This design comes from an exercise in tuning for a short achievable clock period on the open sky130 flow, not from production work.
In this exercise RTL edits were held to simulation tests only and were not proved equivalent to the original.
Power figures rest on the tool's default switching activity, not on a simulated workload.

// stack_cpu
module stack_cpu
(
  input  logic        clk,
  input  logic        rst_n,
  output logic [15:0] imem_addr,
  input  logic [15:0] insn,
  output logic [15:0] dmem_addr,
  output logic [15:0] dmem_wdata,
  output logic        dmem_we,
  output logic        dmem_re,
  output logic        dmem_byte,
  input  logic [15:0] dmem_rdata
);
  logic [15:0] ip, fp, isr;
  logic [15:0] top0, top1;           
  logic [15:0] dmem_stk [16];        
  logic [4:0]  depth;                
  logic [15:0] cmem [16];            
  logic [4:0]  cptr;                 
  logic [15:0] ctop;                 
  logic [15:0] ip2;
  logic [3:0] op;
  logic [1:0] asel;
  logic is_lit, is_j, is_jc, is_b, is_w, is_6, is_alu, is_sys;
  assign op     = insn[15:12];
  assign asel   = insn[11:10];
  assign is_lit = insn[15];
  assign is_j   = op == 4'b0000;
  assign is_jc  = op == 4'b0001;
  assign is_b   = insn[15:13] == 3'b001 || op == 4'b0101;   
  assign is_w   = op == 4'b0100;                             
  assign is_6   = op == 4'b0110;                             
  assign is_alu = op == 4'b0111 && !insn[11];
  assign is_sys = op == 4'b0111 && insn[11];
  logic [15:0] tn_sum, tn_dif, tn_and, tn_or, tn_xor, tn_shl, tn_shr, t_addz, t_addnz;
  logic        t_zero, tn_eq, tn_lt;
  logic [5:0]  t_hp;
  alu_pre u_alu_pre (.t(top0), .n(top1), .tn_sum(tn_sum), .tn_dif(tn_dif), .tn_and(tn_and),
                     .tn_or(tn_or), .tn_xor(tn_xor), .tn_shl(tn_shl), .tn_shr(tn_shr),
                     .tn_eq(tn_eq), .tn_lt(tn_lt), .t_addz(t_addz), .t_addnz(t_addnz),
                     .t_zero(t_zero), .t_hp(t_hp));
  logic [9:0] xb, xw;
  logic       sgn;
  assign xb  = insn[9:0];               
  assign xw  = {insn[9], insn[9:1]};    
  assign sgn = insn[9];
  ...
For scale: ~3,600 cells after synthesis, ~85 I/O pins, about 40,000 µm² of cells after synthesis.
==> flow/config.mk <==
export PLATFORM = sky130hd
export DESIGN_NAME = stack_cpu
export DESIGN_NICKNAME = stack_cpu
export VERILOG_FILES = /design/flow/design.v
export SDC_FILE = /design/flow/constraint.sdc
export NUM_CORES = 4
export LEC_CHECK = 0
export ABC_CLOCK_PERIOD_IN_PS = 2000
export CAP_MARGIN = 20
export CORE_MARGIN = 2
export CORE_UTILIZATION = 40
export PLACE_DENSITY = 0.6
export SLEW_MARGIN = 20
export SYNTH_HIERARCHICAL = 1
export SYNTH_MINIMUM_KEEP_SIZE = 0
export TNS_END_PERCENT = 100
==> flow/constraint.sdc <==
create_clock -name core_clock -period 12.5 [get_ports {clk}]
set_input_delay 2.5000 -clock core_clock [delete_from_list [all_inputs] [get_ports {clk}]]
set_output_delay 2.5000 -clock core_clock [all_outputs]
set_load 0.01 [all_outputs]
standard.sh (not shown) runs the stock make flow with config.mk's settings and CLKGATE_MAP_FILE= SYNTH_SCRIPT=/design/flow/synth_recipe.tcl, a recipe that flattens the netlist after the stock synthesis.
==> flow/flow/run.sh <==
#!/bin/bash
set -euo pipefail
export SETUP_SLACK_MARGIN=7.5
export BUFFER_PORTS_ARGS="-buffer_cell sky130_fd_sc_hd__buf_6"
bash standard.sh > standard.log 2>&1
Next try:
==> flow/flow/run.sh (replaced) <==
#!/bin/bash
set -euo pipefail
export SETUP_SLACK_MARGIN=7.5
export BUFFER_PORTS_ARGS="-buffer_cell sky130_fd_sc_hd__buf_6"
bash standard.sh MATCH_CELL_FOOTPRINT=0 finish > standard.log 2>&1
Settings changed: TNS_END_PERCENT 100 to 10.
Effect: Total power shrinks by about 1.6%; worst setup slack gains 0.089 ns; via count drops by about 1.8%; first-iteration DRC count stays flat; synthesized cell count is unchanged; maximum frequency is higher by 1.3%; wire length decreases by 2.4%; area after synthesis stays the same.
Next try:
==> flow/flow/run.sh (replaced) <==
#!/bin/bash
set -euo pipefail
export SETUP_SLACK_MARGIN=9
export BUFFER_PORTS_ARGS="-buffer_cell sky130_fd_sc_hd__buf_6"
bash standard.sh > standard.log 2>&1
Sequential share of layout area drops by 1.5 points; die area is unchanged; via count climbs by 1.9%; first-iteration DRC count climbs by 5.0%; hold slack loses 0.012 ns; register-to-register slack gains 0.31 ns; clock-buffer cell count drops by 3; wire length climbs by 2.2%.


trial 38:
Starting RTL as in the previous note.
export LEC_CHECK = 0
export ABC_CLOCK_PERIOD_IN_PS = 2000
export CAP_MARGIN = 20
export CORE_MARGIN = 2
export CORE_UTILIZATION = 40
export PLACE_DENSITY = 0.45
export SLEW_MARGIN = 20
export SYNTH_HIERARCHICAL = 1
export SYNTH_MINIMUM_KEEP_SIZE = 0
export TNS_END_PERCENT = 10
create_clock -name core_clock -period 12.5 [get_ports {clk}]
==> flow/flow/run.sh <==
#!/bin/bash
set -euo pipefail
export SETUP_SLACK_MARGIN=7.5
export BUFFER_PORTS_ARGS="-buffer_cell sky130_fd_sc_hd__buf_6"
bash standard.sh > standard.log 2>&1
Setup changes, trial 38 to trial 91
==> flow/config.mk <==
export PLATFORM = sky130hd
export DESIGN_NAME = stack_cpu
export DESIGN_NICKNAME = stack_cpu
export VERILOG_FILES = /design/flow/design.v
export SDC_FILE = /design/flow/constraint.sdc
export NUM_CORES = 4
export LEC_CHECK = 0
export ABC_CLOCK_PERIOD_IN_PS = 500
export CAP_MARGIN = 20
export CORE_MARGIN = 2
export CORE_UTILIZATION = 40
export PLACE_DENSITY = 0.6
export SLEW_MARGIN = 20
export SYNTH_HIERARCHICAL = 1
export SYNTH_MINIMUM_KEEP_SIZE = 0
export TNS_END_PERCENT = 10
Notes after the runs:
Every stage of the flow completed for trial 91, and the final layout passed the timing, design-rule and antenna checks. Routed wire in trial 91 totals less than in trial 38. For trial 91, the capturing instance or port of the critical path was dmem_addr[1], unlike trial 38, where it was dmem_addr[11]. When trial 91 is measured against trial 38, its number of inserted filler cells in the final layout turns out about 2.5% lower. Compared to trial 38, trial 91 has power density over the cells 1.7% lower. First-pass GRT wire length in trial 91 vs trial 38: down 11%. In the metrics for trial 91 and trial 38, the one carrying the higher share of total power consumed by net switching is trial 38. Number of buffers outside the clock class in the layout for trial 91: 11 down relative to trial 38. On post-placement cell area, trial 38 tracks trial 91 almost exactly. Delta(routed via count, trial 91 - trial 38) > 0.

-- afterwards: timing with drivers on the ports --
The results above use ideal ports. As a check the final layouts listed here were re-extracted and re-timed, cells and wires unchanged. Step 1 sets driving cells, clkbuf_16 on the clock port and buf_2 on the other inputs (assumed; they add their load-dependent delay and slew). Step 2, shift: input delay + t, output delay - t, t = (earliest + latest rising clock arrival at the registers) / 2. This alone moves slack from input paths to output paths. a / b / c = ideal ports / drivers / drivers and shift; a / b = the first two.
run	shift t [ns]	setup WS [ns]	pins driven straight from the clock port
the first run of note 1	0.708	5.422 / 5.125 / 5.125	1
the second run of note 1	0.702	5.511 / 5.287 / 5.287	1
the third run of note 1	0.717	5.529 / 5.263 / 5.263	1
trial 38	0.677	5.366 / 5.063 / 5.063	1
trial 91	0.708	5.545 / 5.296 / 5.296	1
After both steps setup and hold are still met in every run listed. The setup slack of trial 38, which loses most, moves by -0.303 ns with the drivers and by -0.303 ns with both steps.
